Background: an optimization exercise with open tools, aiming at small area and a short achievable clock period. Do not read the settings as production practice. RTL that was checked went through simulation tests only; none was proved equivalent to the original. Power figures rest on the tool's default switching activity, not on a simulated workload.

Setup of trial 20:
// exec_mem_top
module exec_mem_top (
    input  logic                i_clock,
    input  logic                i_reset,
    input  cpu_pkg::inst_addr_t i_pc,
    input  logic [3:0]          i_alu_op,
    input  cpu_pkg::data_t      i_operand_a,
    input  cpu_pkg::data_t      i_operand_b,
    input  cpu_pkg::data_t      i_store_data,
    input  logic                i_mem_wr_enable,
    input  cpu_pkg::reg_addr_t  i_reg_wr_addr,
    input  logic                i_reg_wr_enable,
    input  logic [1:0]          i_wb_sel,
    input  logic                i_flush,
    output cpu_pkg::data_t      o_wb_data,
    output cpu_pkg::reg_addr_t  o_wb_reg_addr,
    output logic                o_wb_reg_wr_enable
);
    localparam int unsigned SPLIT = 16;
    cpu_pkg::data_t      ex_result;
    logic                ex_carry;
    logic                ex_lt_from_sum;
    logic [cpu_pkg::DMEM_DEPTH-1:0] ex_word_select;
    cpu_pkg::data_t      mem_result;
    logic                mem_carry;
    logic                mem_lt_from_sum;
    logic [cpu_pkg::DMEM_DEPTH-1:0] mem_word_select;
    cpu_pkg::data_t      mem_store_data;
    logic                mem_mem_wr_enable;
    cpu_pkg::reg_addr_t  mem_reg_wr_addr;
    logic                mem_reg_wr_enable;
    logic                mem_load;
    logic                mem_killed;
    execute_stage #(.SPLIT(SPLIT)) u_execute_stage (
        .i_alu_op      (i_alu_op),
        .i_operand_a   (i_operand_a),
        .i_operand_b   (i_operand_b),
        .i_pc          (i_pc),
        .i_wb_sel      (i_wb_sel),
        .o_result      (ex_result),
  ...
Size: ~4,900 cells after synthesis, roughly 180 I/O pins, about 0.087 mm^2 of cells after synthesis.
Settings: LEC_CHECK=0, CAP_MARGIN=20, CORE_MARGIN=2, CORE_UTILIZATION=40, CTS_CLUSTER_DIAMETER=80, CTS_CLUSTER_SIZE=26, HOLD_SLACK_MARGIN=0, SETUP_SLACK_MARGIN=2.0, SLEW_MARGIN=20, SYNTH_HIERARCHICAL=1; clock period 4.5 ns.
standard.sh (not shown) runs the stock make flow with config.mk's settings and CLKGATE_MAP_FILE= SYNTH_SCRIPT=/design/flow/synth_recipe.tcl, a recipe that flattens the netlist after the stock synthesis.
==> flow/flow/run.sh <==
#!/bin/bash
set -euo pipefail
export BUFFER_PORTS_ARGS="-buffer_cell sky130_fd_sc_hd__buf_2"
bash standard.sh > standard.log 2>&1
> inputs changed (trial 20 -> trial 46)
diff --git a/flow/design.v b/flow/design.v
--- a/flow/design.v
+++ b/flow/design.v
@@ -57,17 +57,13 @@
     logic           signs_differ;
     logic           pick_add;                
     logic           pick_sub;                
     cpu_pkg::data_t shift_left;
     cpu_pkg::data_t shift_right;
     cpu_pkg::data_t other;                   
-    cpu_pkg::data_t add_sum;
-    cpu_pkg::data_t sub_sum;
-    logic           pick_add_r;              
-    logic           pick_sub_r;              
-    cpu_pkg::data_t other_r_n;               
+    cpu_pkg::data_t alu;                     
     logic [5:0]     index;                   
     logic [5:0]     index_n;
     logic [7:0]     low_n;                   
     logic [7:0]     high_n;                  
     assign op       = i_alu_op[3] ? 3'd0 : i_alu_op[2:0];
     assign is_add   = (op == 3'd0);
@@ -79,14 +75,12 @@
     ks_sub16_co u_sub_lo (.i_a (i_operand_a[15:0]),  .i_b (i_operand_b[15:0]),  .o_sum (sub_lo), .o_cout (sub_carry));
     ks_sub16    u_sub_hi (.i_a (i_operand_a[31:16]), .i_b (i_operand_b[31:16]), .o_sum (sub_hi));
     assign pc_lo = {1'b0, i_pc[SPLIT-1:0]} + cpu_pkg::PC_STEP;
     assign signs_differ = i_operand_a[31] ^ i_operand_b[31];
     assign shift_left  = i_operand_a << i_operand_b[4:0];
     assign shift_right = i_operand_a >> i_operand_b[4:0];
-    assign add_sum  = {add_hi, add_lo};
-    assign sub_sum  = {sub_hi, sub_lo};
     assign pick_add = is_add;
     assign pick_sub = is_sub | (is_slt & ~signs_differ);
     always_comb begin
         case (op)
             3'd2:    other = i_operand_a & i_operand_b;
             3'd3:    other = i_operand_a | i_operand_b;
@@ -94,24 +88,15 @@
             3'd5:    other = shift_left;
             3'd6:    other = shift_right;
             3'd7:    other = {31'd0, signs_differ & i_operand_a[31]};
             default: other = '0;
         endcase
     end
-    assign pick_add_r  = pick_add & ~link;
-    assign pick_sub_r  = pick_sub & ~link;
-    assign other_r_n   = ~(link ? {i_pc[31:SPLIT], pc_lo[SPLIT-1:0]} : other);
-    for (genvar i = 0; i < cpu_pkg::DATA_WIDTH; i++) begin : g_result
-        logic sum_n;                         
-        gate_aoi22 u_sum (
-            .a1 (pick_add_r), .a2 (add_sum[i]),
-            .b1 (pick_sub_r), .b2 (sub_sum[i]),
-            .y  (sum_n)
-        );
-        gate_nand2 u_result (.a (sum_n), .b (other_r_n[i]), .y (o_result[i]));
-    end
+    assign alu = ({32{pick_add}} & {add_hi, add_lo})
+               | ({32{pick_sub}} & {sub_hi, sub_lo})
+               | other;
     logic [7:0]  shift_hot_low;              
     logic [3:0]  shift_hot_high;             
     logic [7:0]  pick_srl;                   
     logic [7:0]  pick_sll;                   
     logic [14:2] a_by_eight;                 
     always_comb begin
@@ -238,12 +223,13 @@
             .y (high_n[k])
         );
     end
     for (genvar i = 0; i < cpu_pkg::DMEM_DEPTH; i++) begin : g_select
         gate_nor2 u_word (.a (low_n[i % 8]), .b (high_n[i / 8]), .y (o_word_select[i]));
     end
+    assign o_result      = link ? {i_pc[31:SPLIT], pc_lo[SPLIT-1:0]} : alu;
     assign o_carry       = link ? pc_lo[SPLIT] : ((pick_add & add_carry) | (pick_sub & sub_carry));
     assign o_lt_from_sum = !link && is_slt && !signs_differ;
 endmodule
 module ks_add16_co (
     input  logic [15:0] i_a,
     input  logic [15:0] i_b,
## What came out
From trial 20 to trial 46 the numbers moved as follows: share of the clock period used by the worst path has increased, vertical die dimension level, post-placement cell count up about 1%, via count has increased, power after layout rose by 1.4%.
Sequential-to-total area share from yosys stat delta (trial 46 -> trial 20): insignificant
No run of this note included a check of the RTL's function; only the layout flow was run.

* * *

## ember
exec_mem_top, a different RTL version from the one above (not shown whole).
Size: ~2200 flip-flops, roughly 180 I/O pins, about 85000 sq um of cells after synthesis.
## exec_mem_top
module exec_mem_top (
    input  logic                i_clock,
    input  logic                i_reset,
    input  cpu_pkg::inst_addr_t i_pc,
    input  logic [3:0]          i_alu_op,
    input  cpu_pkg::data_t      i_operand_a,
    input  cpu_pkg::data_t      i_operand_b,
    input  cpu_pkg::data_t      i_store_data,
    input  logic                i_mem_wr_enable,
    input  cpu_pkg::reg_addr_t  i_reg_wr_addr,
    input  logic                i_reg_wr_enable,
    input  logic [1:0]          i_wb_sel,
    input  logic                i_flush,
    output cpu_pkg::data_t      o_wb_data,
    output cpu_pkg::reg_addr_t  o_wb_reg_addr,
    output logic                o_wb_reg_wr_enable
);
clock: 4.5 ns
lec_check: 0
cap_margin: 20
core_margin: 2
core_utilization: 40
cts_cluster_diameter: 80
cts_cluster_size: 26
hold_slack_margin: 0
setup_slack_margin: 2.0
slew_margin: 20
synth_hierarchical: 1
Scripts as last shown in full above: flow/flow/run.sh
[inputs] indigo vs ember
--- a/flow/design.v
+++ b/flow/design.v
@@ -92,16 +92,35 @@
         endcase
     end
     assign alu = ({32{pick_add}} & {add_hi, add_lo})
                | ({32{pick_sub}} & {sub_hi, sub_lo})
                | other;
     for (genvar j = 0; j < 6; j++) begin : g_index
+        logic bit_and;
+        logic bit_or;
+        logic bit_xor;
+        logic logic_n;                       
+        logic left_n;                        
+        logic right_n;                       
+        logic other_bit;
+        assign bit_and = i_operand_a[j+2] & i_operand_b[j+2];
+        assign bit_or  = i_operand_a[j+2] | i_operand_b[j+2];
+        assign bit_xor = i_operand_a[j+2] ^ i_operand_b[j+2];
+        gate_aoi222 u_logic (
+            .a1 (op == 3'd2), .a2 (bit_and),
+            .b1 (op == 3'd3), .b2 (bit_or),
+            .c1 (op == 3'd4), .c2 (bit_xor),
+            .y  (logic_n)
+        );
+        gate_nand2 u_left (.a (op == 3'd5), .b (shift_left[j+2]), .y (left_n));
+        gate_nand2 u_right (.a (op == 3'd6), .b (shift_right[j+2]), .y (right_n));
+        gate_nand3 u_other (.a (logic_n), .b (left_n), .c (right_n), .y (other_bit));
         gate_aoi221 u_index (
             .a1 (is_add), .a2 (add_lo[j+2]),
             .b1 (is_sub), .b2 (sub_lo[j+2]),
-            .c1 (other[j+2]),
+            .c1 (other_bit),
             .y  (index_n[j])
         );
         gate_inv u_index_p (.a (index_n[j]), .y (index[j]));
     end
     for (genvar k = 0; k < 8; k++) begin : g_decode
         gate_nand3 u_low (
@@ -1031,27 +1050,21 @@
     assign result    = i_lt_from_sum ? {31'd0, result_hi[HI-1]}
                                      : {result_hi, i_result[SPLIT-1:0]};
     for (genvar b = 0; b < cpu_pkg::DATA_WIDTH; b++) begin : g_read
         logic [21:0] level1;                 
         logic [5:0]  level2;                 
         logic [1:0]  level3;                 
-        for (genvar g = 0; g < 20; g++) begin : g_l1
+        for (genvar g = 0; g < 21; g++) begin : g_l1
             gate_aoi222 u_aoi (
                 .a1 (i_word_select[3*g]),   .a2 (dmem[3*g][b]),
                 .b1 (i_word_select[3*g+1]), .b2 (dmem[3*g+1][b]),
                 .c1 (i_word_select[3*g+2]), .c2 (dmem[3*g+2][b]),
                 .y  (level1[g])
             );
         end
-        for (genvar g = 20; g < 22; g++) begin : g_l1b
-            gate_aoi22 u_aoi (
-                .a1 (i_word_select[60+2*(g-20)]),   .a2 (dmem[60+2*(g-20)][b]),
-                .b1 (i_word_select[60+2*(g-20)+1]), .b2 (dmem[60+2*(g-20)+1][b]),
-                .y  (level1[g])
-            );
-        end
+        gate_nand2 u_l1 (.a (i_word_select[63]), .b (dmem[63][b]), .y (level1[21]));
         for (genvar g = 0; g < 5; g++) begin : g_l2
             gate_nand4 u_nand (
                 .a (level1[4*g]), .b (level1[4*g+1]), .c (level1[4*g+2]), .d (level1[4*g+3]),
                 .y (level2[g])
             );
         end
@@ -1091,18 +1104,12 @@
 module gate_aoi222 (
     input  logic a1, a2, b1, b2, c1, c2,
     output logic y
 );
     assign y = ~((a1 & a2) | (b1 & b2) | (c1 & c2));
 endmodule
-module gate_aoi22 (
-    input  logic a1, a2, b1, b2,
-    output logic y
-);
-    assign y = ~((a1 & a2) | (b1 & b2));
-endmodule
 module gate_nand4 (
     input  logic a, b, c, d,
     output logic y
 );
     assign y = ~(a & b & c & d);
 endmodule
[summary]
Post-layout instance count excluding filler cells | indigo above ember. indigo falls short of ember in final wirelength. Of indigo and ember, ember shows the higher well-tap cell count, with indigo below it. Delta (indigo minus ember): clock insertion delay at the later pin of the skew report ~0 delta, area growth from synthesis to layout ~0 delta, routability-driven placement congestion ratio -about 0.9%, met1 global-route usage +1.6 points. indigo vs ember: period utilization up in indigo. Summary of indigo over ember: routed wire length on met3 rose by about 1.7%; final design utilization rose by 0.20 points. indigo falls short of ember in worst setup slack. Between ember and indigo, the synthesized cell count figures differ only marginally.
Function not checked in indigo: the RTL went through the layout flow alone.

==> separate check: timing with driven ports <==
The results above use ideal ports. As a check the final layouts listed here were re-extracted and re-timed, cells and wires unchanged.
Step 1 assumes that a clkbuf_16 drives the clock port and a buf_2 every other input.
Step 2 adds t to the input delays and takes it off the output delays; t is the mean of the earliest and latest rising clock arrival at the registers after step 1. Input paths then give back, and output paths get back, about the clock's delay inside the block.
a / b / c = ideal / step 1 / step 2; a / b = the first two.
| run | t (ns) | slack for setup (ns) | latest minus earliest clock arrival (ns) |
|---|---|---|---|
| trial 20 | 0.858 | 1.938 / 1.844 / 0.986 | 0.093 / 0.093 |
| trial 46 | 0.865 | 1.877 / 1.881 / 1.016 | 0.108 / 0.108 |
| ember | 0.872 | 1.850 / 1.684 / 0.812 | 0.050 / 0.050 |
| indigo | 0.875 | 1.729 / 1.639 / 0.764 | 0.063 / 0.063 |
After both steps setup and hold are still met in every run listed. For ember, which loses most, drivers alone change the setup slack by -0.166 ns; drivers and shift together by -1.038 ns.
